From an optimization exercise on the open Yosys and OpenROAD flow, aimed at small area and a short achievable clock period; shortcuts taken in it are not production practice.
The RTL was checked by simulation tests, not by an equivalence proof against the original design.
No activity file was given, so power comes from the tool's default toggle rates.

<file path="flow/config.mk">
export PLATFORM = sky130hd
export DESIGN_NAME = result_serializer
export DESIGN_NICKNAME = result_serializer
export VERILOG_FILES = /design/flow/design.v
export SDC_FILE = /design/flow/constraint.sdc
export NUM_CORES = 4
export LEC_CHECK = 0
export CAP_MARGIN = 5
export CORE_MARGIN = 2
export CORE_UTILIZATION = 60
export CTS_CLUSTER_DIAMETER = 80
export CTS_CLUSTER_SIZE = 20
export SETUP_SLACK_MARGIN = 2.0
export SLEW_MARGIN = 5
export TNS_END_PERCENT = 5
</file>
<file path="flow/constraint.sdc">
create_clock -name core_clock -period 4.0 [get_ports {clk}]
set_input_delay 0.8000 -clock core_clock [delete_from_list [all_inputs] [get_ports {clk}]]
set_output_delay 0.8000 -clock core_clock [all_outputs]
set_load 0.01 [all_outputs]
</file>
<file path="flow/design.v">
module result_fifo #(
  parameter int DATA_W = 40,
  parameter int ADDR_W = 6
) (
  input  logic                   clk,
  input  logic                   wr_en,
  input  logic [7:0]             wr_hi,
  input  logic [7:0]             wr_lo,
  input  logic [DATA_W-1:0]      din,
  input  logic [(1<<ADDR_W)-1:0] rd_sel_n,
  output logic [DATA_W-1:0]      dout_lo,
  output logic [DATA_W-1:0]      dout_hi
);
  localparam int DEPTH = 1 << ADDR_W;
  logic [DATA_W-1:0] mem_r [DEPTH];
  always_ff @(posedge clk) begin
    for (int i = 0; i < DEPTH; i++) begin
      if (wr_en && wr_hi[i / 8] && wr_lo[i % 8]) begin
        mem_r[i] <= din;
      end
    end
  end
  always_comb begin
    dout_lo = '1;
    dout_hi = '1;
    for (int i = 0; i < DEPTH / 2; i++) begin
      dout_lo = dout_lo & (mem_r[i] | {DATA_W{rd_sel_n[i]}});
      dout_hi = dout_hi & (mem_r[i + DEPTH / 2] | {DATA_W{rd_sel_n[i + DEPTH / 2]}});
    end
  end
endmodule
module result_serializer #(
  parameter int DATA_W = 40,
  parameter int ADDR_W = 6,
  parameter int SLACK  = 4
) (
  input  logic                 clk,
  input  logic                 rst,
  input  logic                 fifo_wr_en,
  input  logic [DATA_W-1:0]    dut_dout,
  output logic                 fifo_full,
  output logic [7:0]           byte_dout,
  output logic                 byte_valid,
  input  logic                 byte_ready,
  output logic [15:0]          word_count,
  output logic                 overflow
);
  localparam int              DEPTH      = 1 << ADDR_W;
  localparam logic [ADDR_W:0] FULL_THR_C = (ADDR_W+1)'(DEPTH - SLACK);
  localparam int              NB_L       = DATA_W / 8;
  logic [7:0]        wr_hi_r;
  logic [7:0]        wr_lo_r;
  logic [DEPTH-1:0]  rd_sel_n_r;
  logic [ADDR_W:0]   count_r;
  logic              fifo_full_r;
  logic              overflow_r;
  logic              load_r;
  logic              valid_r;
  logic [NB_L-1:0]   cur_r;         
  logic [7:0]        byte_dout_r;
  logic [DATA_W-1:0] rd_lo_r;       
  logic [DATA_W-1:0] rd_hi_r;
  logic [DATA_W-1:0] word_r;        
  logic [15:0]       word_count_r;
  logic [DATA_W-1:0] rd_lo_s;
  logic [DATA_W-1:0] rd_hi_s;
  logic [DATA_W-1:0] rd_data_s;
  logic              at_cap_s;
  logic              nonempty_s;
  logic              wr_ok_s;
  logic              accept_s;
  logic              last_s;
  logic              inc_s;
  logic              dec_s;
  logic [ADDR_W:0]   count_up_s;
  logic [ADDR_W:0]   count_dn_s;
  logic              full_up_s;
  logic              full_dn_s;
  logic              full_eq_s;
  logic [NB_L-1:0]   cur_next_s;
  logic [7:0]        byte_next_s;
  logic [15:0]       wc_low_ones_s;
  logic [15:0]       wc_plus1_s;
  assign at_cap_s   = count_r[ADDR_W];
  assign nonempty_s = (count_r != '0);
  assign wr_ok_s    = fifo_wr_en && !at_cap_s;
  assign accept_s   = valid_r && byte_ready;
  assign last_s     = cur_r[NB_L-1];
  result_fifo #(
    .DATA_W (DATA_W),
    .ADDR_W (ADDR_W)
  ) u_fifo (
    .clk    (clk),
    .wr_en  (fifo_wr_en),
    .wr_hi  (wr_hi_r & {8{!at_cap_s}}),
    .wr_lo  (wr_lo_r),
    .din    (dut_dout),
    .rd_sel_n (rd_sel_n_r),
    .dout_lo (rd_lo_s),
    .dout_hi (rd_hi_s)
  );
  assign inc_s      = wr_ok_s && !load_r;
  assign dec_s      = load_r && !wr_ok_s;
  assign count_up_s = count_r + 1'b1;
  assign count_dn_s = count_r - 1'b1;
  assign full_up_s  = (count_r >= FULL_THR_C - 1'b1);
  assign full_dn_s  = (count_r >= FULL_THR_C + 1'b1);
  assign full_eq_s  = (count_r >= FULL_THR_C);
  always_ff @(posedge clk) begin
    if (rst) begin
      wr_hi_r     <= 8'd1;
      wr_lo_r     <= 8'd1;
      rd_sel_n_r  <= {{(DEPTH-1){1'b1}}, 1'b0};
      count_r     <= '0;
      fifo_full_r <= 1'b0;
      overflow_r  <= 1'b0;
    end else begin
      if (wr_ok_s) begin
        wr_lo_r <= {wr_lo_r[6:0], wr_lo_r[7]};
        if (wr_lo_r[7]) wr_hi_r <= {wr_hi_r[6:0], wr_hi_r[7]};
      end
      if (load_r) rd_sel_n_r <= {rd_sel_n_r[DEPTH-2:0], rd_sel_n_r[DEPTH-1]};
      if (inc_s) begin
        count_r     <= count_up_s;
        fifo_full_r <= full_up_s;
      end else if (dec_s) begin
        count_r     <= count_dn_s;
        fifo_full_r <= full_dn_s;
      end else begin
        fifo_full_r <= full_eq_s;
      end
      if (fifo_wr_en && at_cap_s) overflow_r <= 1'b1;
    end
  end
  always_comb begin
    for (int i = 0; i < 16; i++) begin
      wc_low_ones_s[i] = &(word_count_r | ~((16'd1 << i) - 16'd1));
    end
  end
  assign wc_plus1_s = word_count_r ^ wc_low_ones_s;
  always_ff @(posedge clk) begin
    if (rst) begin
      load_r       <= 1'b0;
      valid_r      <= 1'b0;
      word_count_r <= '0;
    end else begin
      if (load_r) begin
        load_r  <= 1'b0;
        valid_r <= 1'b1;
      end else if (!valid_r) begin
        load_r  <= nonempty_s;
      end else if (accept_s && last_s) begin
        valid_r <= 1'b0;
        load_r  <= nonempty_s;
        if (!(&word_count_r)) word_count_r <= wc_plus1_s;
      end
    end
  end
  assign rd_data_s = rd_lo_r & rd_hi_r;
  always_ff @(posedge clk) begin
    rd_lo_r <= rd_lo_s;
    rd_hi_r <= rd_hi_s;
    if (load_r) word_r <= rd_data_s;
  end
  always_comb begin
    if (load_r)        cur_next_s = {{(NB_L-1){1'b0}}, 1'b1};
    else if (accept_s) cur_next_s = {cur_r[NB_L-2:0], 1'b0};
    else               cur_next_s = cur_r;
  end
  always_comb begin
    if (load_r) begin
      byte_next_s = rd_data_s[DATA_W-1 -: 8];
    end else begin
      byte_next_s = '0;
      for (int k = 0; k < NB_L; k++) begin
        byte_next_s = byte_next_s | (word_r[DATA_W-1-8*k -: 8] & {8{cur_next_s[k]}});
      end
    end
  end
  always_ff @(posedge clk) begin
    cur_r       <= cur_next_s;
    byte_dout_r <= byte_next_s;
  end
  assign fifo_full  = fifo_full_r;
  assign byte_dout  = byte_dout_r;
  assign byte_valid = valid_r;
  assign word_count = word_count_r;
  assign overflow   = overflow_r;
endmodule
</file>
<file path="flow/run.sh">
#!/bin/bash
# synth_recipe.tcl (not shown) runs the flow's synth.tcl, then flattens the netlist and writes it again
# the make line also repeats each setting of config.mk as NAME=value (left out here)
make -C /OpenROAD-flow-scripts/flow DESIGN_CONFIG=/design/flow/config.mk WORK_HOME=/design/flow/orfs CLKGATE_MAP_FILE= SYNTH_SCRIPT=/design/flow/synth_recipe.tcl finish
</file>
==> impl_metrics.yaml, run 1 <==
final_layout:
  num-fill-cells: 11200
  ff_latch_area_sq_mm: 0.0823
  nNetsFinal: 6058
  syn_to_final_growth_pct: 11.1
  final_common_cell: "edfxtp_1"
  final_cells: 8260
  post_route_cells_drive_above_1_share_pct: 13.0
  fin_area_sq_mm: 0.109
  multiInputGateArea_sq_mm: 0.0150
  layout_common_cells: "edfxtp_1 (2600), o22ai_1 (1280), nor2_1 (701)"
floorplan:
  initial_core_util_pct: 60.4
  io_pins: 71
  design.die.area_sq_mm: 0.167
  design.core.area_sq_mm: 0.163
  die_width_microns: 408
  die_height_microns: 408
  fp-row-count: 148
placement:
  dp.final_hpwl_microns: 199000
  dp.cells: 7947
  post_dp_cell_area_sq_mm: 0.104
  io_buffers: 70
  place_ws_ns: 0.628
  gp_congestion: 0.902
logic_synthesis:
  yosys-top-cells-area: "edfxtp_1 (80%), o22ai_1 (8.2%), dfxtp_1 (4.1%)"
  ys_ff_latch: 2800
  synthCells: 5777
  synth_top_area_cell: "edfxtp_1"
  async_reset_ff_share_pct: 0
  synth_edf_count: 2600
  synth_ff_type: "edfxtp_1"
  yosysSeqAreaShare_pct: 83.6
  synth_top_area_share_pct: 79.6
  yosysWarnings: 3
  syn_avg_cell_area_sq_um: 17.0
  synthesis.area_sq_mm: 0.0981
  synth_nets: 5833
  ys_types: 54
clocking:
  clock_latency_ns: 0.84
  ctsHoldBuffers: 0
  cts_max_level: 4
  clkTransAtPathRegs_ns: 0.08
  cts_buffers: 158
  cts_tree: "built"
  cts_buffer_depth: 3
  cts_root_buffer: "clkbuf_16"
  clkSinkCount: 2800
worst_setup_path:
  cp_max_fo: 20
  setup.worst_path.class: "flop to flop"
  max_stage_delay_ns: 1.08
  crit_path_start_kind: "flop"
  r2r_slack_ns: 1.68
  cp_slowest_cell: "and3_2"
  reg2reg_depth: 1
  worstPathRequired_ns: 4.44
  r2r_end: "u_fifo.mem_r[60][2]"
  cp_top_family: "simple AND/OR/NAND/NOR gates"
  cp_num_buf_inv: 0
  arrival_ns: 2.76
  end_kind: "flop"
  r2r-start: "wr_lo_r[4]"
  crit_chain: "and3_2"
worst_hold_path:
  worstHoldEndpoint: "u_fifo.mem_r[43][3]"
  min_path_type: "input pin to flop"
  hold_path_depth: 1
  hp-start: "dut_dout[3]"
route:
  firstDrtPassIters: 7
  drcViolationCount: 0
  via_count: 60300
  avgRoutedWirePerCell_microns: 41.2
  wl_microns: 341000
  ant_nets: 0
  drt_iter0_drc: 11600
  routed_via_density: 7.30
grt:
  overflow: 0
  grt_use_total_pct: 40.2
  met1_usage_pct: 58.9
  grt_util_met2_pct: 58.4
  grt_max_degree: 85
  antenna_found_initial: 10
  busiest_layer: "met1"
  grt_first_pass_wirelength_microns: 455000
  grt_use_met3_pct: 11.0
  grt_pass1_vias: 55100
timing:
  slew_headroom_pct: 18.7
  finalSetupTns_ns: 0
  hold_viol: 0
  rsz0062_at_grt: "true"
  period_needed_ns: 2.32
  fmax_ghz: 0.431
  slew_violations: 0
  skew_ns: 0.0280
  fin_crit_sh_pct: 58.1
  finalSetupViolCount: 0
  fin_ws_ns: 1.68
  tightest_slew_ns: 1.22
run_status:
  status: "timing/DRC/antenna clean"
power_and_ir_drop:
  power.density_mw_per_mm2: 488
  peakVddDrop_mv: 0.695
  leakagePower_nw: 34.2
job:
  drv_cap: 0
final cells by class:
| cell class | instances | share of cell area, % |
|---|---|---|
| Multi-Input combinational cell | 2605 | 13.8 |
| Inverter | 22 | 0.0941 |
| Timing Repair Buffer | 415 | 3.96 |
| Tap cell | 2175 | 2.50 |
| Clock inverter | 15 | 0.187 |
| Sequential cell | 2800 | 75.5 |
| Antenna cell | 3 | 0.00689 |
| Clock buffer | 225 | 3.93 |
metrics by stage:
stage,util (%),total power [mW],hold slack [ns]
after floorplan,-,34.9,0.434
after global placement,63.7,36.8,0.452
after detailed placement,63.7,36.8,0.455
after CTS,66.9,53.0,0.284
after global routing,67.1,54.3,0.303
final,67.1,53.2,0.318
routing by layer:
metal	share of wire (%)	vias up
met5	0.012	-
met4	4.3	6
met3	16	708
met2	44	5343
met1	36	30800
li1	-	23500
state kept, by name (all words and copies together) (netlist names), 7 cells and up:
signal	cells
count_r	7
word_r	40
rd_lo_r	40
wr_lo_r	8
byte_dout_r	8
wr_hi_r	8
word_count_r	16
u_fifo.mem_r	2560
rd_sel_n_r	64
rd_hi_r	40
logic make-up (layout without fill, tap and decap cells):
family,Yosys count,after routing,share of synthesized area (%)
and+or+nand+nor,1143,1151,5.17
DFF,2800,2800,83.6
other,0,3,0
xor gates and xnor gates,3,3,0.0268
adders and majority gates,12,12,0.161
buffers and inverters,380,677,1.46
AOI/OAI and AO/OA,1364,1364,8.76
muxes,75,75,0.773
synthesized netlist by cell type (all sizes together), types with 3 or more instances:
library cell	number
a211oi	4
a21bo	3
a21oi	31
a221oi	8
a22oi	8
a32oi	8
and2	36
and3	57
and4	3
buf	14
clkbuf	344
dfxtp	200
edfxtp	2600
ha	11
inv	21
mux2	6
mux2i	69
nand2	128
nand3	10
nand4	156
nor2	713
nor2b	6
nor3	4
nor4	16
o22ai	1280
o31ai	3
o41ai	3
or4	6
where the power goes:
part	switching (mW)	total, mW	leakage (nW)	internal, mW
logic	2.37	3.39	6.95	1.02
clock network	9.24	16.8	2.17	7.59
registers	0.434	33.0	25.0	32.5
repair_timing:
item | CTS | global route
pin swaps | 6 | 2
gates resized for setup | 242 | 21
endpoints found under the setup margin | 2332 | 1566
endpoints found under the hold margin | 0 | 0
buffers inserted | 52 | 10
cloned | 3 | 5
worst max-delay path by stage:
stage	startpoint	end	slack [ns]	cells after the start
floorplan	fifo_wr_en	count_r[6]	1.29	10
global placement	fifo_wr_en	count_r[6]	0.60	10
detailed placement	fifo_wr_en	count_r[6]	0.63	10
CTS	byte_dout_r[4]	byte_dout[4]	1.73	1
global route	byte_dout_r[3]	byte_dout[3]	1.71	1
finish	wr_lo_r[4]	u_fifo.mem_r[60][2]	1.68	1
==> inputs of run 2 (changes only) <==
--- a/flow/config.mk
+++ b/flow/config.mk
@@ -9,3 +9,3 @@
 export CORE_MARGIN = 2
-export CORE_UTILIZATION = 60
+export CORE_UTILIZATION = 70
 export CTS_CLUSTER_DIAMETER = 80
==> impl_metrics.yaml, run 2 <==
run_status:
  status: "timing/DRC/antenna clean"
worst_setup_path:
  path_common_cell: "nor2_1"
  cp_slowest_cell: "dfxtp_2"
  cp_top_family: "simple AND/OR/NAND/NOR gates"
  cp_num_buf_inv: 1
  r2r-start: "rd_sel_n_r[46]"
  worstPathRequired_ns: 4.67
  crit_path_start_kind: "flop"
  end_kind: "flop"
  arrival_ns: 2.93
  setup.worst_path.class: "flop to flop"
  crit_start: "rd_sel_n_r[46]"
  crit_chain: "buf_4 > o22ai_1 > nor2_1 > nand4_1 > nor2_1"
  max_stage_delay_ns: 0.69
  cp_max_fo: 13
power_and_ir_drop:
  seq_power_share_pct: 62.6
  leakagePower_nw: 34.0
  p_int_mw: 41.1
  netSwitchingFraction_pct: 22.0
  power.density_mw_per_mm2: 487
  combinationalPowerShare_pct: 6.3
  switchingPower_mw: 11.6
  clockPowerShare_pct: 31.1
  peakVddDrop_mv: 0.497
  power.total_mw: 52.7
logic_synthesis:
  syn_avg_cell_area_sq_um: 17.0
  yosys-top-cells-area: "edfxtp_1 (80%), o22ai_1 (8.2%), dfxtp_1 (4.1%)"
  synthesis.area_sq_mm: 0.0981
  synth_edf_count: 2600
  ys_types: 54
  yosysSeqAreaShare_pct: 83.6
  synthCells: 5777
  synth_top_area_cell: "edfxtp_1"
  synthSimpleGateAreaFrac_pct: 5.17
  ys_top_cells_by_count: "edfxtp_1 (2600), o22ai_1 (1280), nor2_1 (713), clkbuf_1 (344), dfxtp_1 (200)"
  synth_compound_area_share_pct: 8.76
  synth_xor_area_share_pct: 0.0268
  yosysWarnings: 3
  synth_top_family_by_area: "compound AO/OA/AOI/OAI gates"
  synth_top_area_share_pct: 79.6
  synth_nets: 5833
  yosys.area_share.adder_pct: 0.161
  yosysMostFrequentCell: "edfxtp_1"
  ys_ff_latch: 2800
  synth_ff_type: "edfxtp_1"
  synthMuxAreaShare_pct: 0.773
  async_reset_ff_share_pct: 0
clocking:
  cts_root_buffer: "clkbuf_16"
  clkTransAtPathRegs_ns: 0.08
  cts_max_level: 4
  cts_buffers: 158
  clkSinkCount: 2800
  clock_latency_ns: 0.82
  cts_tree: "built"
  cts_buffer_depth: 3
  ctsHoldBuffers: 0
grt:
  grt_first_pass_wirelength_microns: 429000
  overflow: 0
  grt_use_total_pct: 44.2
  antenna_found_initial: 10
  grt_pass1_vias: 56500
  grt_max_degree: 129
floorplan:
  design.core.area_sq_mm: 0.139
  fp-row-count: 137
  die_height_microns: 378
  initial_core_util_pct: 70.4
  io_pins: 71
  design.die.area_sq_mm: 0.143
  die_width_microns: 378
route:
  drcViolationCount: 0
  routed_via_density: 7.68
  wl_microns: 319000
  ant_nets: 0
  via_count: 60900
  drt_iter0_drc: 12500
  firstDrtPassIters: 14
  avgRoutedWirePerCell_microns: 40.2
placement:
  gp_congestion: 0.935
  io_buffers: 70
  dp.final_hpwl_microns: 181000
  post_dp_cell_area_sq_mm: 0.103
  place_ws_ns: 0.415
final_layout:
  layout_common_cells: "edfxtp_1 (2600), o22ai_1 (1280), nor2_1 (708)"
  final_util_pct: 77.7
  syn_to_final_growth_pct: 10.4
  largest_reg_flops: 2560
  nNetsFinal: 6033
  post_route_cells_drive_above_1_share_pct: 12.5
  max_flop_register: "u_fifo.mem_r"
  multiInputGateArea_sq_mm: 0.0149
  num-fill-cells: 7688
  fin_area_sq_mm: 0.108
  final_common_cell: "edfxtp_1"
  largest_registers: "u_fifo.mem_r (2560), rd_sel_n_r (64)"
  ff_latch_area_sq_mm: 0.0823
timing:
  tightest_slew_ns: 1.29
  finalSetupTns_ns: 0
  skew_ns: 0.0213
  fin_ws_ns: 1.75
  period_needed_ns: 2.25
  fmax_ghz: 0.444
  slew_violations: 0
  hold_viol: 0
  rsz0062_at_grt: "true"
  fin_crit_sh_pct: 56.3
  finalSetupViolCount: 0
  slew_headroom_pct: 14.0
worst_hold_path:
  min_path_type: "input pin to flop"
  hp-start: "dut_dout[28]"
job:
  drv_cap: 0
[run 2: cell types whose count changed in the layout (fill, tap and decap cells not counted), moves of 6 or more]
cell             delta
and3_2             +24
and3_4             -31
buf_12             +11
buf_2              +18
buf_4              -43
buf_6              -19
clkbuf_1            -6
clkdlybuf4s15_2    +10
dfxtp_2             +8
dfxtp_4             -6
nor2_1              +7
[run 2: worst paths after layout]
check / slack, ns / to / cells past startpoint
max: 1.75 / rd_hi_r[3] / 5
min: 0.41 / u_fifo.mem_r[25][28] / 1
min reg2reg: 0.46 / byte_dout_r[5] / 2
max reg2reg: 1.75 / rd_hi_r[3] / 5
[run 2: stage by stage]
stage          hold WS [ns]  std cells
2_1_floorplan         0.434       5777
3_3_place_gp          0.457       7643
3_5_place_dp          0.465       7643
4_1_cts               0.387       7893
5_1_grt               0.409       7922
6_report              0.410       7930
[run 2: repair_timing]
item / CTS / global route
resized for setup: 173 / 60
cloned: 1 / 5
pin swaps: 4 / 8
endpoints found under the setup margin: 2326 / 1025
setup buffers: 20 / 24
[run 2: routing by layer]
metal | vias to the layer above | track usage (%) | routed length, microns
li1 | 23400 | - | -
met2 | 6471 | 62.2 | 136000
met1 | 30000 | 64.3 | 107000
met4 | 12 | 19.2 | 16500
met3 | 975 | 14.5 | 59100
met5 | - | 0 | 105
[run 2: power by group through the flow]
| stage | registers, mW | logic (mW) | clock network (mW) |
|---|---|---|---|
| 2_1_floorplan | 33.4 | 1.48 | 0 |
| 3_3_place_gp | 33.6 | 2.92 | 0 |
| 3_5_place_dp | 33.6 | 2.97 | 0 |
| 4_1_cts | 33.0 | 2.99 | 16.3 |
| 5_1_grt | 33.0 | 3.44 | 17.2 |
| 6_report | 33.0 | 3.31 | 16.4 |
[run 2: area by class of cell]
type | count | share of cell area [%]
Antenna cell | 8 | 0.0185
Clock inverter | 9 | 0.0889
Timing Repair Buffer | 395 | 3.94
Tap cell | 1876 | 2.17
Timing Repair inverter | 1 | 0.00808
Inverter | 22 | 0.0982
Sequential cell | 2800 | 76.0
Clock buffer | 220 | 3.96
Multi-Input combinational cell | 2599 | 13.7
[run 2: logic make-up (layout without fill, tap and decap cells)]
kind of cell / after synthesis / after routing
buffers and inverters: 380 / 647
AND/OR/NAND/NOR: 1143 / 1145
adder cells (fa/ha/maj): 12 / 12
AO/OA/AOI/OAI: 1364 / 1364
multiplexers: 75 / 75
XOR/XNOR: 3 / 3
other: 0 / 8
flip-flops: 2800 / 2800
==> inputs of run 3 (changes only) <==
--- a/flow/config.mk
+++ b/flow/config.mk
@@ -11,5 +11,5 @@
 export CTS_CLUSTER_DIAMETER = 80
-export CTS_CLUSTER_SIZE = 20
+export CTS_CLUSTER_SIZE = 28
 export SETUP_SLACK_MARGIN = 2.0
 export SLEW_MARGIN = 5
-export TNS_END_PERCENT = 5
+export TNS_END_PERCENT = 20
==> impl_metrics.yaml, run 3 <==
clocking:
  clkTransAtPathRegs_ns: 0.10
  cts_buffer_depth: 3
  cts_buffers: 114
  clkSinkCount: 2800
  clock_latency_ns: 0.80
  cts_max_level: 3
  ctsHoldBuffers: 0
  cts_tree: "built"
  cts_root_buffer: "clkbuf_16"
route:
  ant_nets: 0
  wl_met2_microns: 148000
  drt_iter0_drc: 13000
  via_count: 61600
  wl_microns: 331000
  routed_via_density: 7.70
  met3_length_microns: 58300
  firstDrtPassIters: 12
  avgRoutedWirePerCell_microns: 41.3
  drcViolationCount: 0
  wl_met1_microns: 102000
  top_layer_used: "met5"
placement:
  dp.final_hpwl_microns: 182000
  place_ws_ns: 0.493
  io_buffers: 70
  dp.cells: 7646
  gp_congestion: 0.913
grt:
  grt_first_pass_wirelength_microns: 434000
  overflow: 0
  grt_use_total_pct: 44.9
  grt_pass1_vias: 56100
  grt_max_degree: 125
  antenna_found_initial: 21
worst_setup_path:
  cp_max_fo: 21
  r2r_slack_ns: 1.49
  reg2reg_depth: 2
  arrival_ns: 2.98
  end_kind: "flop"
  endpoint: "u_fifo.mem_r[9][3]"
  r2r-start: "wr_hi_r[1]"
  crit_start: "wr_hi_r[1]"
  r2r_end: "u_fifo.mem_r[9][3]"
  worstPathRequired_ns: 4.46
  crit_path_start_kind: "flop"
  setup.worst_path.class: "flop to flop"
timing:
  finalSetupViolCount: 0
  fin_ws_ns: 1.49
  period_needed_ns: 2.51
  slew_violations: 0
  skew_ns: 0.0321
  rsz0062_at_grt: "true"
  hold_viol: 0
  finalSetupTns_ns: 0
  tightest_slew_ns: 1.36
  fin_crit_sh_pct: 62.8
  holdWs_ns: 0.417
  slew_headroom_pct: 9.39
  fmax_ghz: 0.398
logic_synthesis:
  synthesis.area_sq_mm: 0.0981
  yosysMostFrequentCell: "edfxtp_1"
  async_reset_ff_share_pct: 0
  synth_top_area_share_pct: 79.6
  synth_top_area_cell: "edfxtp_1"
  synth_ff_type: "edfxtp_1"
  synth_edf_count: 2600
  ys_types: 54
  ys_top_cells_by_count: "edfxtp_1 (2600), o22ai_1 (1280), nor2_1 (713), clkbuf_1 (344), dfxtp_1 (200)"
  synthCells: 5777
  syn_avg_cell_area_sq_um: 17.0
  ys_ff_latch: 2800
  yosys-top-cells-area: "edfxtp_1 (80%), o22ai_1 (8.2%), dfxtp_1 (4.1%)"
  yosysWarnings: 3
  yosysSeqAreaShare_pct: 83.6
  synth_nets: 5833
final_layout:
  nNetsFinal: 6078
  syn_to_final_growth_pct: 10.9
  num-fill-cells: 7658
  ff_latch_area_sq_mm: 0.0824
  largest_reg_flops: 2560
  post_route_cells_drive_above_1_share_pct: 13.5
  final_common_cell: "edfxtp_1"
  multiInputGateArea_sq_mm: 0.0153
  max_flop_register: "u_fifo.mem_r"
  final_cells: 8007
  largest_registers: "u_fifo.mem_r (2560), rd_sel_n_r (64)"
  layout_common_cells: "edfxtp_1 (2600), o22ai_1 (1280), nor2_1 (698)"
floorplan:
  fp-row-count: 137
  die_width_microns: 378
  io_pins: 71
  design.core.area_sq_mm: 0.139
  design.die.area_sq_mm: 0.143
  initial_core_util_pct: 70.4
  die_height_microns: 378
power_and_ir_drop:
  combinationalPowerShare_pct: 6.6
  clockPowerShare_pct: 28.5
  power.density_mw_per_mm2: 469
  seq_power_share_pct: 64.9
  peakVddDrop_mv: 1.18
  switchingPower_mw: 11.5
  p_int_mw: 39.5
  netSwitchingFraction_pct: 22.6
  leakagePower_nw: 34.2
job:
  drv_cap: 0
run_status:
  status: "timing/DRC/antenna clean"
worst_hold_path:
  min_path_type: "input pin to flop"
  hp-start: "rst"
run 3: per-layer routing:
metal | track usage [%] | vias up
met1 | 60.7 | 30100
met4 | 23.2 | 20
met2 | 67.6 | 6721
met3 | 13.2 | 1226
li1 | - | 23600
met5 | 0 | -
run 3: area by class of cell:
class	count	area share, %
multi-input combinational	2623	14.0
timing repair buffer	461	4.67
clock buffer	194	3.11
clock inverter	23	0.153
antenna	8	0.0184
inverter	22	0.148
sequential	2800	75.7
tap	1876	2.16
run 3: critical path: stages (launching register included):
cell,delay [ns]
dfxtp_1,1.01
and3_4,0.79
buf_4,0.38
run 3: metrics by stage:
step           area, sq um  power, mW  util (%)
2_1_floorplan        98300       34.9         -
3_3_place_gp        103000       36.7      73.9
3_5_place_dp        103000       36.7      73.9
4_1_cts             107000       50.7      77.0
5_1_grt             109000       51.9      78.1
6_report            109000       51.0      78.1
run 3: worst min-delay path by stage:
stage / end / slack, ns / cells past startpoint
after global placement: byte_dout_r[1] / 0.47 / 2
final: rd_sel_n_r[6] / 0.42 / 3
after detailed placement: byte_dout_r[1] / 0.45 / 2
after global routing: rd_sel_n_r[12] / 0.45 / 3
after CTS: rd_sel_n_r[6] / 0.41 / 3
after floorplan: byte_dout_r[0] / 0.43 / 2
run 3: repair_timing:
action,CTS,global route
pin swaps,5,7
gates cloned,25,14
endpoints found under the hold margin,0,0
setup endpoints to repair,2650,2394
setup buffers,39,58
gates resized for setup,184,123
run 3: logic make-up (layout without fill, tap and decap cells):
| logic type | count (synthesis) | in the layout | synth area share (%) |
|---|---|---|---|
| compound gates | 1364 | 1364 | 8.76 |
| xor+xnor | 3 | 3 | 0.0268 |
| fa+ha+maj | 12 | 12 | 0.161 |
| buf+inv | 380 | 700 | 1.46 |
| flops | 2800 | 2800 | 83.6 |
| mux | 75 | 75 | 0.773 |
| other cells | 0 | 8 | 0 |
| simple gates | 1143 | 1169 | 5.17 |
run 3: power groups by stage:
stage / logic (mW) / clock network (mW) / registers, mW
floorplan: 1.48 / 0 / 33.4
finish: 3.36 / 14.5 / 33.1
global placement: 2.96 / 0 / 33.7
global route: 3.47 / 15.3 / 33.1
detailed placement: 3.00 / 0 / 33.7
CTS: 3.18 / 14.4 / 33.1
==> inputs of run 4 (changes only) <==
--- a/flow/config.mk
+++ b/flow/config.mk
@@ -9,3 +9,3 @@
 export CORE_MARGIN = 2
-export CORE_UTILIZATION = 70
+export CORE_UTILIZATION = 60
 export CTS_CLUSTER_DIAMETER = 80
@@ -14,2 +14,2 @@
 export SLEW_MARGIN = 5
-export TNS_END_PERCENT = 20
+export TNS_END_PERCENT = 5
==> impl_metrics.yaml, run 4 <==
run_status:
  status: "timing/DRC/antenna clean"
logic_synthesis:
  ys_top_cells_by_count: "edfxtp_1 (2600), o22ai_1 (1280), nor2_1 (713), clkbuf_1 (344), dfxtp_1 (200)"
  yosysWarnings: 3
  synthesis.area_sq_mm: 0.0981
  synth_edf_count: 2600
  yosysSeqAreaShare_pct: 83.6
  yosysMostFrequentCell: "edfxtp_1"
  synth_top_area_cell: "edfxtp_1"
  synth_ff_type: "edfxtp_1"
  ys_ff_latch: 2800
  synthCells: 5777
  yosys-top-cells-area: "edfxtp_1 (80%), o22ai_1 (8.2%), dfxtp_1 (4.1%)"
  syn_avg_cell_area_sq_um: 17.0
  ys_types: 54
  synth_nets: 5833
  async_reset_ff_share_pct: 0
  synth_top_area_share_pct: 79.6
clocking:
  ctsHoldBuffers: 0
  cts_root_buffer: "clkbuf_16"
  clkSinkCount: 2800
  cts_tree: "built"
  clkTransAtPathRegs_ns: 0.11
  cts_buffers: 131
  clock_latency_ns: 0.82
  cts_max_level: 4
  cts_buffer_depth: 3
route:
  avgRoutedWirePerCell_microns: 41.2
  drt_iter0_drc: 11400
  drcViolationCount: 0
  via_count: 60200
  ant_nets: 0
  firstDrtPassIters: 6
  wl_microns: 340000
  routed_via_density: 7.29
timing:
  fin_crit_sh_pct: 56.8
  hold_viol: 0
  period_needed_ns: 2.27
  slew_headroom_pct: 17.6
  holdWs_ns: 0.344
  finalSetupTns_ns: 0
  tightest_slew_ns: 1.24
  finalSetupViolCount: 0
  skew_ns: 0.0374
  fin_ws_ns: 1.73
  fmax_ghz: 0.440
  rsz0062_at_grt: "true"
  slew_violations: 0
worst_setup_path:
  end_kind: "flop"
  cp_top_family: "simple AND/OR/NAND/NOR gates"
  crit_start: "wr_lo_r[4]"
  setup.worst_path.class: "flop to flop"
  max_stage_delay_ns: 1.05
  r2r-start: "wr_lo_r[4]"
  cp_max_fo: 20
  cp_num_buf_inv: 0
  worstPathRequired_ns: 4.43
  crit_path_start_kind: "flop"
  cp_slowest_cell: "and3_2"
  crit_chain: "and3_2"
  arrival_ns: 2.70
floorplan:
  die_width_microns: 408
  design.core.area_sq_mm: 0.163
  design.die.area_sq_mm: 0.167
  io_pins: 71
  fp-row-count: 148
  initial_core_util_pct: 60.4
  die_height_microns: 408
grt:
  antenna_found_initial: 4
  grt_use_total_pct: 39.9
  overflow: 0
  grt_pass1_vias: 54700
  grt_first_pass_wirelength_microns: 453000
  grt_max_degree: 85
final_layout:
  max_flop_register: "u_fifo.mem_r"
  nNetsFinal: 6042
  final_util_pct: 67.1
  post_route_cells_drive_above_1_share_pct: 13.6
  fin_area_sq_mm: 0.109
  largest_reg_flops: 2560
  syn_to_final_growth_pct: 11.2
  layout_common_cells: "edfxtp_1 (2600), o22ai_1 (1280), nor2_1 (704)"
  largest_registers: "u_fifo.mem_r (2560), rd_sel_n_r (64)"
  final_common_cell: "edfxtp_1"
job:
  drv_cap: 0
worst_hold_path:
  hp-start: "dut_dout[3]"
  min_path_type: "input pin to flop"
placement:
  io_buffers: 70
  place_ws_ns: 0.628
  gp_congestion: 0.902
  post_dp_cell_area_sq_mm: 0.104
  dp.final_hpwl_microns: 199000
power_and_ir_drop:
  power.density_mw_per_mm2: 485
  peakVddDrop_mv: 0.506
  leakagePower_nw: 34.2
-- run 4: changes by cell type in the layout (fill, tap and decap cells not counted), moves of 7 or more --
cell	change
clkbuf_1	-50
buf_2	-13
dfxtp_2	+12
and3_2	-10
and3_4	-10
buf_16	-8
buf_6	+8
bufinv_16	+8
clkbuf_16	+8
dlygate4sd2_1	-8
nor2_2	-8
dfxtp_4	-7
-- run 4: cell families (layout without fill, tap and decap cells) --
logic type | count (synthesis) | after routing | share of synthesized area (%)
and+or+nand+nor | 1143 | 1149 | 5.17
xor gates and xnor gates | 3 | 3 | 0.0268
muxes | 75 | 75 | 0.773
buffers and inverters | 380 | 674 | 1.46
DFF | 2800 | 2800 | 83.6
AOI/OAI and AO/OA | 1364 | 1364 | 8.76
adders and majority gates | 12 | 12 | 0.161
other | 0 | 6 | 0
-- run 4: metal layers --
| metal | up-vias | part of all wire (%) | global-route usage [%] |
|---|---|---|---|
| met2 | 5197 | 44 | 58.5 |
| met4 | 0 | 4.2 | 14.0 |
| met5 | - | 0 | 0 |
| met1 | 30800 | 36 | 58.5 |
| met3 | 709 | 15 | 10.8 |
| li1 | 23500 | - | - |
-- run 4: area by class of cell --
class | count | area [sq um]
clock buffers | 164 | 3670
fillers | 11200 | 53500
well taps | 2175 | 2720
diodes | 6 | 15.0
clock inverters | 60 | 668
flip-flops and latches | 2800 | 82400
repair buffers | 428 | 4480
multi-input cells | 2603 | 15100
inverters | 22 | 103
-- run 4: what timing repair did --
item,CTS,global route
gates cloned,3,5
hold endpoints to repair,0,0
pin swaps,4,10
gates resized for setup,231,42
endpoints found under the setup margin,2422,1424
buffers inserted,42,31
-- run 4: path summary, 6_finish.rpt --
kind / end / slack, ns / cells after the start
worst max-delay path: u_fifo.mem_r[60][14] / 1.73 / 1
worst min-delay path: u_fifo.mem_r[56][3] / 0.34 / 1
worst max register to register: u_fifo.mem_r[60][14] / 1.73 / 1
worst min register to register: byte_dout_r[7] / 0.49 / 2
-- run 4: through the flow --
stage	std cells	power [mW]
2_1_floorplan	5777	34.9
3_3_place_gp	7947	36.8
3_5_place_dp	7947	36.8
4_1_cts	8216	52.6
5_1_grt	8252	54.0
6_report	8258	53.0
-- run 4: power by group --
part           total [mW]  switching (mW)  leakage, nW  internal, mW
clock                16.5            9.19         2.10          7.27
sequential           32.9           0.372         25.0          32.5
combinational        3.57            2.48         7.01          1.09
total                53.0            12.0         34.2          40.9
==> inputs of run 5 (changes only) <==
--- a/flow/design.v
+++ b/flow/design.v
@@ -6,4 +6,3 @@
   input  logic                   wr_en,
-  input  logic [7:0]             wr_hi,
-  input  logic [7:0]             wr_lo,
+  input  logic [(1<<ADDR_W)-1:0] wr_sel,
   input  logic [DATA_W-1:0]      din,
@@ -17,3 +16,3 @@
     for (int i = 0; i < DEPTH; i++) begin
-      if (wr_en && wr_hi[i / 8] && wr_lo[i % 8]) begin
+      if (wr_en && wr_sel[i]) begin
         mem_r[i] <= din;
@@ -50,4 +49,3 @@
   localparam int              NB_L       = DATA_W / 8;
-  logic [7:0]        wr_hi_r;
-  logic [7:0]        wr_lo_r;
+  logic [DEPTH-1:0]  wr_sel_r;
   logic [DEPTH-1:0]  rd_sel_n_r;
@@ -93,5 +91,4 @@
     .clk    (clk),
-    .wr_en  (fifo_wr_en),
-    .wr_hi  (wr_hi_r & {8{!at_cap_s}}),
-    .wr_lo  (wr_lo_r),
+    .wr_en  (wr_ok_s),
+    .wr_sel (wr_sel_r),
     .din    (dut_dout),
@@ -110,4 +107,3 @@
     if (rst) begin
-      wr_hi_r     <= 8'd1;
-      wr_lo_r     <= 8'd1;
+      wr_sel_r    <= {{(DEPTH-1){1'b0}}, 1'b1};
       rd_sel_n_r  <= {{(DEPTH-1){1'b1}}, 1'b0};
@@ -117,6 +113,3 @@
     end else begin
-      if (wr_ok_s) begin
-        wr_lo_r <= {wr_lo_r[6:0], wr_lo_r[7]};
-        if (wr_lo_r[7]) wr_hi_r <= {wr_hi_r[6:0], wr_hi_r[7]};
-      end
+      if (wr_ok_s) wr_sel_r <= {wr_sel_r[DEPTH-2:0], wr_sel_r[DEPTH-1]};
       if (load_r) rd_sel_n_r <= {rd_sel_n_r[DEPTH-2:0], rd_sel_n_r[DEPTH-1]};
--- a/flow/config.mk
+++ b/flow/config.mk
@@ -12,3 +12,3 @@
 export CTS_CLUSTER_SIZE = 28
-export SETUP_SLACK_MARGIN = 2.0
+export SETUP_SLACK_MARGIN = 2.2
 export SLEW_MARGIN = 5
==> impl_metrics.yaml, run 5 <==
floorplan:
  die_width_microns: 412
  die_height_microns: 412
  initial_core_util_pct: 60.4
  io_pins: 71
  design.core.area_sq_mm: 0.165
  fp-row-count: 149
  design.die.area_sq_mm: 0.169
worst_setup_path:
  cp_top_family: "flip-flops"
  cp_slowest_cell: "dfxtp_4"
  r2r_end: "count_r[6]"
  r2r_slack_ns: 1.89
  worstPathRequired_ns: 3.20
  reg2reg_depth: 11
  arrival_ns: 1.33
  cp_max_fo: 1
  worst-path-stages: 1
  cp_num_buf_inv: 1
  r2r-start: "count_r[6]"
  crit_chain: "buf_6"
  crit_start: "byte_dout_r[3]"
  endpoint: "byte_dout[3]"
  max_stage_delay_ns: 0.38
  end_kind: "output port"
  setup.worst_path.class: "flop to output port"
  crit_path_start_kind: "flop"
grt:
  grt_max_degree: 66
  grt_first_pass_wirelength_microns: 473000
  antenna_found_initial: 20
  overflow: 0
  grt_use_total_pct: 41.4
  grt_pass1_vias: 56900
power_and_ir_drop:
  power.total_mw: 53.6
  p_int_mw: 41.5
  power.density_mw_per_mm2: 477
  switchingPower_mw: 12.2
  peakVddDrop_mv: 0.534
  seq_power_share_pct: 62.2
  combinationalPowerShare_pct: 6.9
  leakagePower_nw: 36.0
  netSwitchingFraction_pct: 22.7
  clockPowerShare_pct: 30.9
clocking:
  ctsHoldBuffers: 0
  cts_max_level: 4
  clkTransAtPathRegs_ns: 0.11
  clock_latency_ns: 0.82
  cts_tree: "built"
  clkSinkCount: 2848
  cts_buffers: 132
  cts_root_buffer: "clkbuf_16"
  cts_buffer_depth: 3
placement:
  dp.final_hpwl_microns: 203000
  dp.cells: 8211
  gp_congestion: 0.888
  post_dp_cell_area_sq_mm: 0.105
  io_buffers: 70
route:
  wl_microns: 353000
  drt_iter0_drc: 12700
  drcViolationCount: 0
  via_count: 62600
  routed_via_density: 7.23
  ant_nets: 0
  avgRoutedWirePerCell_microns: 40.7
  firstDrtPassIters: 23
final_layout:
  post_route_cells_drive_above_1_share_pct: 16.3
  fin_area_sq_mm: 0.113
  max_flop_register: "u_fifo.mem_r"
  layout_common_cells: "edfxtp_1 (2600), o22ai_1 (1280), nor2_1 (683)"
  largest_reg_flops: 2560
  num-fill-cells: 11000
  final_common_cell: "edfxtp_1"
  nNetsFinal: 6425
  ff_latch_area_sq_mm: 0.0833
  final_cells: 8660
  multiInputGateArea_sq_mm: 0.0152
  syn_to_final_growth_pct: 12.9
  largest_registers: "u_fifo.mem_r (2560), rd_sel_n_r (64), wr_sel_r (64)"
logic_synthesis:
  ys_types: 54
  syn_avg_cell_area_sq_um: 16.6
  synth_nets: 6047
  ys_top_cells_by_count: "edfxtp_1 (2600), o22ai_1 (1280), nor2_1 (727), clkbuf_1 (347), dfxtp_1 (248)"
  synthesis.area_sq_mm: 0.0996
  synth_edf_count: 2600
  ys_ff_latch: 2848
  yosys-top-cells-area: "edfxtp_1 (78%), o22ai_1 (8.0%), dfxtp_1 (5.0%)"
  synth_top_area_cell: "edfxtp_1"
  synthCells: 5991
  yosysMostFrequentCell: "edfxtp_1"
  async_reset_ff_share_pct: 0
  synth_ff_type: "edfxtp_1"
  yosysSeqAreaShare_pct: 83.3
  synth_top_area_share_pct: 78.4
  yosysWarnings: 3
worst_hold_path:
  min_path_type: "input pin to flop"
  hp-start: "rst"
timing:
  slew_headroom_pct: 26.0
  period_needed_ns: 2.13
  fin_crit_sh_pct: 53.1
  skew_ns: 0.0219
  fmax_ghz: 0.470
  finalSetupViolCount: 0
  rsz0062_at_grt: "true"
  slew_violations: 0
  holdWs_ns: 0.385
  tightest_slew_ns: 1.11
  finalSetupTns_ns: 0
  hold_viol: 0
run_status:
  status: "timing/DRC/antenna clean"
job:
  drv_cap: 0
==> run 5: logic make-up after synthesis <==
family                     Yosys count  share of synthesized area (%)
AOI/OAI and AO/OA                 1411                           8.87
and+or+nand+nor                   1191                           5.11
adders and majority gates           12                          0.158
xor gates and xnor gates             3                         0.0264
buffers and inverters              450                           1.72
muxes                               76                          0.772
DFF                               2848                           83.3
==> run 5: worst min-delay path by stage <==
stage | slack (ns) | cells past startpoint | end
2_1_floorplan | 0.43 | 2 | wr_sel_r[63]
3_3_place_gp | 0.45 | 2 | wr_sel_r[35]
3_5_place_dp | 0.45 | 2 | wr_sel_r[35]
4_1_cts | 0.34 | 2 | load_r
5_1_grt | 0.35 | 1 | u_fifo.mem_r[19][20]
6_report | 0.39 | 2 | load_r
==> run 5: cell type report <==
| class | instances | share of cell area [%] |
|---|---|---|
| sequential | 2848 | 74.0 |
| multi-input combinational | 2693 | 13.5 |
| timing repair buffer | 612 | 5.80 |
| tap | 2189 | 2.43 |
| antenna | 9 | 0.0200 |
| clock inverter | 64 | 0.621 |
| clock buffer | 163 | 3.24 |
| inverter | 82 | 0.325 |
==> run 5: power groups by stage <==
stage | Sequential (mW) | Clock, mW | Combinational [mW]
6_report | 33.4 | 16.6 | 3.71
5_1_grt | 33.4 | 17.5 | 3.83
4_1_cts | 33.3 | 16.6 | 3.57
3_5_place_dp | 34.2 | 0 | 3.17
3_3_place_gp | 34.2 | 0 | 3.14
2_1_floorplan | 33.9 | 0 | 1.57
==> run 5: per-stage QoR <==
| step | worst slack (ns) | util, % |
|---|---|---|
| 2_1_floorplan | 1.32 | - |
| 3_3_place_gp | 0.778 | 63.7 |
| 4_1_cts | 1.85 | 68.0 |
| 3_5_place_dp | 0.772 | 63.7 |
| 5_1_grt | 1.81 | 68.2 |
| 6_report | 1.87 | 68.2 |
==> run 5: per-layer routing <==
| layer | up-vias | track usage, % | share of wire, % | wire length, microns |
|---|---|---|---|---|
| met4 | 18 | 14.9 | 4.4 | 15500 |
| met3 | 783 | 12.2 | 16 | 56500 |
| met2 | 5576 | 58.8 | 43 | 151000 |
| met1 | 31900 | 61.6 | 37 | 130000 |
| met5 | - | 0 | 0.037 | 130 |
| li1 | 24400 | - | - | - |
==> run 5: what timing repair did <==
action,4_1_cts,5_1_grt
endpoints found under the setup margin,2745,1892
setup buffers,191,20
gates resized for setup,322,47
gates cloned,0,2
pin swaps,12,10
==> inputs of run 6 (changes only) <==
--- a/flow/config.mk
+++ b/flow/config.mk
@@ -12,3 +12,3 @@
 export CTS_CLUSTER_SIZE = 28
-export SETUP_SLACK_MARGIN = 2.2
+export SETUP_SLACK_MARGIN = 2.0
 export SLEW_MARGIN = 5
==> impl_metrics.yaml, run 6 <==
worst_setup_path:
  crit_chain: "inv_4 > nand2_4 > inv_4 > buf_12 > nand2_1 > inv_2 > buf_4"
  endpoint: "u_fifo.mem_r[11][23]"
  crit_path_start_kind: "flop"
  crit_start: "count_r[6]"
  max_stage_delay_ns: 0.51
  end_kind: "flop"
  setup.worst_path.class: "flop to flop"
  cp_top_family: "buffers and inverters"
  reg2reg_depth: 7
  cp_slowest_cell: "buf_4"
  worstPathRequired_ns: 4.45
  arrival_ns: 2.61
  path_common_cell: "inv_4"
  cp_num_buf_inv: 5
  cp_max_fo: 64
  r2r-start: "count_r[6]"
  r2r_slack_ns: 1.84
  r2r_end: "u_fifo.mem_r[11][23]"
  worst-path-stages: 7
timing:
  slew_headroom_pct: 32.8
  slew_violations: 0
  rsz0062_at_grt: "true"
  hold_viol: 0
  period_needed_ns: 2.16
  finalSetupViolCount: 0
  fin_crit_sh_pct: 53.9
  tightest_slew_ns: 1.01
  fmax_ghz: 0.464
  finalSetupTns_ns: 0
  skew_ns: 0.0283
logic_synthesis:
  yosysWarnings: 3
  yosys-top-cells-area: "edfxtp_1 (78%), o22ai_1 (8.0%), dfxtp_1 (5.0%)"
  async_reset_ff_share_pct: 0
  synth_top_area_cell: "edfxtp_1"
  synth_nets: 6047
  ys_types: 54
  synth_top_family_by_area: "compound AO/OA/AOI/OAI gates"
  yosysMostFrequentCell: "edfxtp_1"
  synth_compound_area_share_pct: 8.87
  synth_edf_count: 2600
  synth_ff_type: "edfxtp_1"
  yosys.area_share.adder_pct: 0.158
  synthesis.area_sq_mm: 0.0996
  ys_top_cells_by_count: "edfxtp_1 (2600), o22ai_1 (1280), nor2_1 (727), clkbuf_1 (347), dfxtp_1 (248)"
  syn_avg_cell_area_sq_um: 16.6
  synthCells: 5991
  synthSimpleGateAreaFrac_pct: 5.11
  synthMuxAreaShare_pct: 0.772
  ys_ff_latch: 2848
  synth_top_area_share_pct: 78.4
  synth_xor_area_share_pct: 0.0264
  yosysSeqAreaShare_pct: 83.3
power_and_ir_drop:
  leakagePower_nw: 34.8
  peakVddDrop_mv: 0.467
  power.total_mw: 53.4
  power.density_mw_per_mm2: 484
placement:
  dp.final_hpwl_microns: 204000
  post_dp_cell_area_sq_mm: 0.105
  io_buffers: 70
  gp_congestion: 0.903
route:
  ant_nets: 0
  routed_via_density: 7.22
  avgRoutedWirePerCell_microns: 40.2
  wl_microns: 342000
  drcViolationCount: 0
  drt_iter0_drc: 11600
  via_count: 61400
  firstDrtPassIters: 26
clocking:
  cts_max_level: 4
  cts_buffer_depth: 3
  clkTransAtPathRegs_ns: 0.10
  cts_buffers: 132
  cts_root_buffer: "clkbuf_16"
  cts_tree: "built"
  clkSinkCount: 2848
  clock_latency_ns: 0.83
grt:
  overflow: 0
  grt_first_pass_wirelength_microns: 460000
  grt_max_degree: 74
  antenna_found_initial: 10
  grt_pass1_vias: 55600
  grt_use_total_pct: 40.1
final_layout:
  ff_latch_area_sq_mm: 0.0833
  max_flop_register: "u_fifo.mem_r"
  num-fill-cells: 11200
  layout_common_cells: "edfxtp_1 (2600), o22ai_1 (1280), nor2_1 (709)"
  syn_to_final_growth_pct: 10.8
  multiInputGateArea_sq_mm: 0.0151
  largest_registers: "u_fifo.mem_r (2560), rd_sel_n_r (64), wr_sel_r (64)"
  nNetsFinal: 6268
  largest_reg_flops: 2560
  fin_area_sq_mm: 0.110
  post_route_cells_drive_above_1_share_pct: 13.7
  final_common_cell: "edfxtp_1"
floorplan:
  design.die.area_sq_mm: 0.169
  die_width_microns: 412
  io_pins: 71
  design.core.area_sq_mm: 0.165
  initial_core_util_pct: 60.4
  fp-row-count: 149
  die_height_microns: 412
worst_hold_path:
  hold_path_depth: 1
  min_path_type: "input pin to flop"
job:
  drv_cap: 0
run_status:
  status: "timing/DRC/antenna clean"
-- run 6: cell counts after synthesis --
No cell type changed its count.
-- run 6: per-stage QoR --
step	hold slack [ns]	cells	util [%]	worst slack, ns
3_5_place_dp	0.448	8200	63.7	0.815
2_1_floorplan	0.432	5991	-	1.32
3_3_place_gp	0.444	8200	63.7	0.831
6_report	0.374	8499	66.9	1.84
5_1_grt	0.350	8489	66.9	1.76
4_1_cts	0.333	8473	66.8	1.85
-- run 6: cell type report --
class | instances | share of cell area [%]
sequential | 2848 | 75.5
multi-input combinational | 2693 | 13.7
timing repair buffer | 455 | 4.20
clock buffer | 162 | 3.24
tap | 2189 | 2.48
clock inverter | 60 | 0.606
inverter | 82 | 0.320
antenna | 10 | 0.0227
-- run 6: what timing repair did --
action / CTS / global route
hold buffers: 0 / 0
gates resized for setup: 264 / 19
endpoints found under the hold margin: 0 / 0
gates cloned: 0 / 1
setup buffers: 51 / 15
setup endpoints to repair: 1442 / 684
pin swaps: 4 / 5
-- run 6: per-layer routing --
layer / GRT usage, % / wire, microns
met1: 60.7 / 128000
met2: 57.0 / 147000
met5: 0 / 34
met3: 11.4 / 53500
met4: 12.7 / 12400
-- run 6: worst min path at each step --
stage            startpoint                  end  slack [ns]
2_1_floorplan  wr_sel_r[63]         wr_sel_r[63]        0.43
3_3_place_gp   wr_sel_r[63]         wr_sel_r[63]        0.44
3_5_place_dp   wr_sel_r[19]         wr_sel_r[19]        0.45
4_1_cts         dut_dout[4]  u_fifo.mem_r[56][4]        0.33
5_1_grt         dut_dout[4]  u_fifo.mem_r[60][4]        0.35
6_report        dut_dout[4]  u_fifo.mem_r[39][4]        0.37
-- run 6: logic make-up after synthesis --
family                   after synthesis
AO/OA/AOI/OAI                       1411
XOR/XNOR                               3
adder cells (fa/ha/maj)               12
buffers and inverters                450
flip-flops                          2848
multiplexers                          76
AND/OR/NAND/NOR                     1191
-- run 6: report_power, final --
group	switching, mW	internal, mW	total (mW)
clock network	9.28	7.16	16.4
registers	0.447	33.0	33.5
logic	2.41	1.07	3.48
total	12.1	41.3	53.4
==> inputs of run 7 (changes only) <==
--- a/flow/config.mk
+++ b/flow/config.mk
@@ -14,2 +14,2 @@
 export SLEW_MARGIN = 5
-export TNS_END_PERCENT = 5
+export TNS_END_PERCENT = 30
==> impl_metrics.yaml, run 7 <==
logic_synthesis:
  yosysSeqAreaShare_pct: 83.3
  ys_top_cells_by_count: "edfxtp_1 (2600), o22ai_1 (1280), nor2_1 (727), clkbuf_1 (347), dfxtp_1 (248)"
  synth_ff_type: "edfxtp_1"
  yosys-top-cells-area: "edfxtp_1 (78%), o22ai_1 (8.0%), dfxtp_1 (5.0%)"
  synth_edf_count: 2600
  synth_top_area_cell: "edfxtp_1"
  async_reset_ff_share_pct: 0
  synthCells: 5991
  yosysMostFrequentCell: "edfxtp_1"
  ys_types: 54
  syn_avg_cell_area_sq_um: 16.6
  synth_top_area_share_pct: 78.4
  ys_ff_latch: 2848
  yosysWarnings: 3
  synthesis.area_sq_mm: 0.0996
  synth_nets: 6047
route:
  via_count: 61100
  drt_iter0_drc: 11300
  firstDrtPassIters: 28
  routed_via_density: 7.18
  avgRoutedWirePerCell_microns: 40.2
  ant_nets: 0
  wl_microns: 342000
  drcViolationCount: 0
grt:
  grt_max_degree: 113
  antenna_found_initial: 13
  grt_first_pass_wirelength_microns: 462000
  grt_pass1_vias: 56400
  grt_use_total_pct: 40.2
  overflow: 0
worst_setup_path:
  cp_top_family: "flip-flops"
  max_stage_delay_ns: 0.43
  setup.worst_path.class: "flop to output port"
  end_kind: "output port"
  crit_chain: "buf_6"
  worstPathRequired_ns: 3.20
  arrival_ns: 1.36
  crit_path_start_kind: "flop"
  cp_num_buf_inv: 1
  cp_slowest_cell: "dfxtp_4"
  crit_start: "byte_dout_r[5]"
  r2r-start: "rd_sel_n_r[53]"
  cp_max_fo: 1
clocking:
  cts_max_level: 4
  cts_root_buffer: "clkbuf_16"
  cts_tree: "built"
  clkTransAtPathRegs_ns: 0.10
  clkSinkCount: 2848
  clock_latency_ns: 0.81
  cts_buffers: 138
  cts_buffer_depth: 3
final_layout:
  ff_latch_area_sq_mm: 0.0833
  num-fill-cells: 11300
  post_route_cells_drive_above_1_share_pct: 14.3
  syn_to_final_growth_pct: 11.1
  nNetsFinal: 6278
  layout_common_cells: "edfxtp_1 (2600), o22ai_1 (1280), nor2_1 (698)"
  multiInputGateArea_sq_mm: 0.0151
  largest_reg_flops: 2560
  final_common_cell: "edfxtp_1"
  largest_registers: "u_fifo.mem_r (2560), rd_sel_n_r (64), wr_sel_r (64)"
  max_flop_register: "u_fifo.mem_r"
worst_hold_path:
  hp-start: "dut_dout[2]"
  min_path_type: "input pin to flop"
floorplan:
  die_height_microns: 412
  initial_core_util_pct: 60.4
  die_width_microns: 412
  design.core.area_sq_mm: 0.165
  design.die.area_sq_mm: 0.169
  io_pins: 71
  fp-row-count: 149
timing:
  finalSetupTns_ns: 0
  finalSetupViolCount: 0
  period_needed_ns: 2.16
  fmax_ghz: 0.463
  hold_viol: 0
  fin_crit_sh_pct: 54.1
  slew_headroom_pct: 24.7
  slew_violations: 0
  skew_ns: 0.0418
  holdWs_ns: 0.293
  tightest_slew_ns: 1.13
  rsz0062_at_grt: "true"
run_status:
  status: "timing/DRC/antenna clean"
power_and_ir_drop:
  leakagePower_nw: 34.8
  power.density_mw_per_mm2: 485
  peakVddDrop_mv: 0.514
job:
  drv_cap: 0
placement:
  io_buffers: 70
  dp.final_hpwl_microns: 203000
  gp_congestion: 0.908
run 7: cell counts after synthesis:
No cell type changed its count.
run 7: where the power goes:
| group | leakage, nW | internal, mW | switching [mW] |
|---|---|---|---|
| Clock | 2.13 | 7.20 | 9.49 |
| Combinational | 7.26 | 1.05 | 2.38 |
| Sequential | 25.4 | 33.0 | 0.495 |
run 7: timing repair:
action,CTS,global route
endpoints found under the setup margin,2088,548
gates resized for setup,267,43
pin swaps,7,3
buffers inserted,57,14
hold buffers,0,0
run 7: worst paths after layout:
kind / to / slack [ns] / depth (start not counted)
hold / removal: u_fifo.mem_r[23][2] / 0.29 / 1
setup reg to reg: rd_hi_r[10] / 1.85 / 5
setup / recovery: byte_dout[5] / 1.84 / 1
hold reg to reg: byte_dout_r[5] / 0.46 / 2
run 7: cell type report:
type | instances | area share (%)
Multi-Input combinational cell | 2693 | 13.7
Tap cell | 2189 | 2.47
Clock inverter | 74 | 0.704
Timing Repair Buffer | 459 | 4.22
Clock buffer | 159 | 3.26
Sequential cell | 2848 | 75.3
Antenna cell | 6 | 0.0136
Inverter | 82 | 0.379
run 7: metrics by stage:
step / setup WS [ns] / area, sq um / std cells / util [%] / total power [mW]
2_1_floorplan: 1.32 / 99800 / 5991 / - / 35.5
4_1_cts: 1.77 / 110000 / 8490 / 66.9 / 53.5
3_3_place_gp: 0.747 / 105000 / 8200 / 63.7 / 37.4
5_1_grt: 1.80 / 111000 / 8504 / 67.1 / 54.8
6_report: 1.84 / 111000 / 8510 / 67.1 / 53.7
3_5_place_dp: 0.658 / 105000 / 8200 / 63.7 / 37.4
run 7: cells by family after synthesis:
kind of cell	Yosys count	synth area share [%]
compound gates	1411	8.87
mux	76	0.772
simple gates	1191	5.11
xor+xnor	3	0.0264
fa+ha+maj	12	0.158
flops	2848	83.3
buf+inv	450	1.72
run 7: per-layer routing:
metal | up-vias | part of all wire (%) | GRT usage [%]
li1 | 24100 | - | -
met1 | 31200 | 35 | 56.4
met2 | 5151 | 47 | 63.1
met3 | 699 | 14 | 9.07
met4 | 8 | 4.0 | 13.2
met5 | - | 0.014 | 0
==> inputs of run 8 (changes only) <==
--- a/flow/config.mk
+++ b/flow/config.mk
@@ -9,3 +9,3 @@
 export CORE_MARGIN = 2
-export CORE_UTILIZATION = 60
+export CORE_UTILIZATION = 65
 export CTS_CLUSTER_DIAMETER = 80
==> impl_metrics.yaml, run 8 <==
final_layout:
  largest_registers: "u_fifo.mem_r (2560), rd_sel_n_r (64), wr_sel_r (64)"
  syn_to_final_growth_pct: 10.8
  max_flop_register: "u_fifo.mem_r"
  ff_latch_area_sq_mm: 0.0833
  largest_reg_flops: 2560
  num-fill-cells: 9484
  final_cells: 8368
  post_route_cells_drive_above_1_share_pct: 13.8
  nNetsFinal: 6271
  multiInputGateArea_sq_mm: 0.0151
  layout_common_cells: "edfxtp_1 (2600), o22ai_1 (1280), nor2_1 (703)"
  final_common_cell: "edfxtp_1"
run_status:
  status: "timing/DRC/antenna clean"
timing:
  rsz0062_at_grt: "true"
  tightest_slew_ns: 1.12
  slew_headroom_pct: 25.4
  fin_crit_sh_pct: 55.0
  period_needed_ns: 2.20
  finalSetupTns_ns: 0
  slew_violations: 0
  finalSetupViolCount: 0
  skew_ns: 0.0473
  hold_viol: 0
  fmax_ghz: 0.454
logic_synthesis:
  ys_top_cells_by_count: "edfxtp_1 (2600), o22ai_1 (1280), nor2_1 (727), clkbuf_1 (347), dfxtp_1 (248)"
  synthCells: 5991
  yosysSeqAreaShare_pct: 83.3
  async_reset_ff_share_pct: 0
  synth_top_area_cell: "edfxtp_1"
  yosysWarnings: 3
  ys_ff_latch: 2848
  yosysMostFrequentCell: "edfxtp_1"
  synthesis.area_sq_mm: 0.0996
  synth_ff_type: "edfxtp_1"
  yosys-top-cells-area: "edfxtp_1 (78%), o22ai_1 (8.0%), dfxtp_1 (5.0%)"
  synth_top_area_share_pct: 78.4
  synth_edf_count: 2600
  ys_types: 54
  syn_avg_cell_area_sq_um: 16.6
  synth_nets: 6047
clocking:
  cts_max_level: 3
  cts_buffer_depth: 3
  cts_root_buffer: "clkbuf_16"
  cts_tree: "built"
  cts_buffers: 121
  clkSinkCount: 2848
  clkTransAtPathRegs_ns: 0.11
  ctsHoldBuffers: 0
  clock_latency_ns: 0.81
route:
  routed_via_density: 7.41
  met3_length_microns: 62800
  drcViolationCount: 0
  via_count: 62000
  top_layer_used: "met5"
  wl_met1_microns: 118000
  wl_met2_microns: 141000
  wl_microns: 336000
  avgRoutedWirePerCell_microns: 40.2
  drt_iter0_drc: 13000
  ant_nets: 0
  firstDrtPassIters: 7
floorplan:
  design.die.area_sq_mm: 0.156
  initial_core_util_pct: 65.5
  design.core.area_sq_mm: 0.152
  die_height_microns: 396
  die_width_microns: 396
  fp-row-count: 143
  io_pins: 71
worst_setup_path:
  crit_start: "count_r[6]"
  arrival_ns: 2.74
  reg2reg_depth: 8
  endpoint: "u_fifo.mem_r[13][21]"
  cp_max_fo: 32
  setup.worst_path.class: "flop to flop"
  worstPathRequired_ns: 4.54
  r2r_slack_ns: 1.80
  r2r_end: "u_fifo.mem_r[13][21]"
  crit_path_start_kind: "flop"
  end_kind: "flop"
  r2r-start: "count_r[6]"
grt:
  antenna_found_initial: 10
  grt_use_total_pct: 42.7
  grt_pass1_vias: 56900
  overflow: 0
  grt_first_pass_wirelength_microns: 456000
  grt_max_degree: 70
power_and_ir_drop:
  peakVddDrop_mv: 0.512
  leakagePower_nw: 34.7
  power.density_mw_per_mm2: 477
  power.total_mw: 52.7
placement:
  dp.final_hpwl_microns: 200000
  gp_congestion: 0.931
  dp.cells: 8043
  io_buffers: 70
job:
  drv_cap: 0
worst_hold_path:
  min_path_type: "input pin to flop"
[run 8: what timing repair did]
item,4_1_cts,5_1_grt
gates cloned,3,0
setup endpoints to repair,1726,186
resized for setup,271,27
pin swaps,7,5
buffers inserted,63,13
[run 8: power by group]
part / total (mW) / internal, mW / switching [mW] / leakage [nW]
clock network: 15.7 / 6.62 / 9.12 / 1.94
registers: 33.4 / 33.0 / 0.396 / 25.4
logic: 3.49 / 1.08 / 2.41 / 7.38
[run 8: per-stage QoR]
step	instance area, sq um	setup WS, ns	util, %	hold WS [ns]
final	110000	1.80	72.6	0.378
after global routing	110000	1.81	72.5	0.382
after floorplan	99800	1.32	-	0.432
after CTS	110000	1.80	72.4	0.351
after detailed placement	105000	0.824	69.1	0.447
after global placement	105000	0.803	69.1	0.445
[run 8: cells by family (layout without fill, tap and decap cells)]
logic type / after synthesis / in the layout / synth area share [%]
flip-flops: 2848 / 2848 / 83.3
AO/OA/AOI/OAI: 1411 / 1411 / 8.87
AND/OR/NAND/NOR: 1191 / 1191 / 5.11
buffers and inverters: 450 / 776 / 1.72
multiplexers: 76 / 76 / 0.772
adder cells (fa/ha/maj): 12 / 12 / 0.158
XOR/XNOR: 3 / 3 / 0.0264
other: 0 / 21 / 0
[run 8: worst min-delay path by stage]
stage	start	endpoint	slack [ns]	cells after the start
finish	dut_dout[22]	u_fifo.mem_r[47][22]	0.38	1
global route	dut_dout[22]	u_fifo.mem_r[53][22]	0.38	1
CTS	dut_dout[22]	u_fifo.mem_r[38][22]	0.35	1
detailed placement	wr_sel_r[51]	wr_sel_r[51]	0.45	2
global placement	wr_sel_r[5]	wr_sel_r[5]	0.45	2
floorplan	wr_sel_r[63]	wr_sel_r[63]	0.43	2
[run 8: layer usage]
| layer | global-route usage (%) | up-vias |
|---|---|---|
| met1 | 63.9 | 30900 |
| met5 | 0 | - |
| met3 | 14.7 | 759 |
| met2 | 58.9 | 6256 |
| li1 | - | 24100 |
| met4 | 15.3 | 4 |
[run 8: layout make-up]
class | count | share of cell area [%]
tap | 2030 | 2.30
sequential | 2848 | 75.5
clock inverter | 51 | 0.538
multi-input combinational | 2693 | 13.7
antenna | 21 | 0.0476
timing repair buffer | 469 | 4.50
inverter | 82 | 0.385
clock buffer | 174 | 3.07
[run 8: critical path, cell delays in order, from the launching register on]
cell and delay (ns):
dfxtp_2 0.35, inv_2 0.05, nand2_4 0.08, inv_8 0.03, buf_4 0.16, buf_16 0.19
nand2_2 0.14, clkinvlp_4 0.49, buf_12 0.38

what the ideal ports hide:
In the flow no input, the clock included, has a driving cell. The finished layouts below were timed again as built, in two steps.
Step 1 (the two cells are an assumption about what drives the block):
set clk [get_ports {clk}]
set_driving_cell -lib_cell sky130_fd_sc_hd__clkbuf_16 $clk
set_driving_cell -lib_cell sky130_fd_sc_hd__buf_2 [delete_from_list [all_inputs] $clk]
Step 2, shift: input delay + t, output delay - t, t = (earliest + latest rising clock arrival at the registers) / 2. This alone moves slack from input paths to output paths.
Slacks: no drivers / after step 1 / after step 2; pairs: no drivers / after step 1.
| run | t (ns) | setup slack, ns | worst setup path at the end | latest minus earliest clock arrival (ns) | cell pins on the clock port's net |
|---|---|---|---|---|---|
| run 1 | 0.915 | 1.678 / 1.668 / 0.998 | input to register | 0.035 / 0.035 | 1 |
| run 2 | 0.901 | 1.747 / 1.728 / 1.046 | input to register | 0.025 / 0.025 | 1 |
| run 3 | 0.871 | 1.486 / 1.486 / 0.966 | input to register | 0.035 / 0.035 | 1 |
| run 4 | 0.893 | 1.729 / 1.692 / 1.005 | input to register | 0.038 / 0.039 | 1 |
| run 5 | 0.892 | 1.874 / 1.795 / 1.186 | input to register | 0.031 / 0.030 | 1 |
| run 6 | 0.903 | 1.843 / 1.801 / 1.159 | input to register | 0.033 / 0.033 | 1 |
| run 7 | 0.881 | 1.838 / 1.747 / 1.199 | input to register | 0.043 / 0.043 | 1 |
| run 8 | 0.874 | 1.800 / 1.800 / 1.074 | input to register | 0.050 / 0.050 | 1 |
After both steps every run listed still meets setup and hold. For run 8, which loses most, drivers alone change the setup slack by 0.000 ns; drivers and shift together by -0.726 ns.
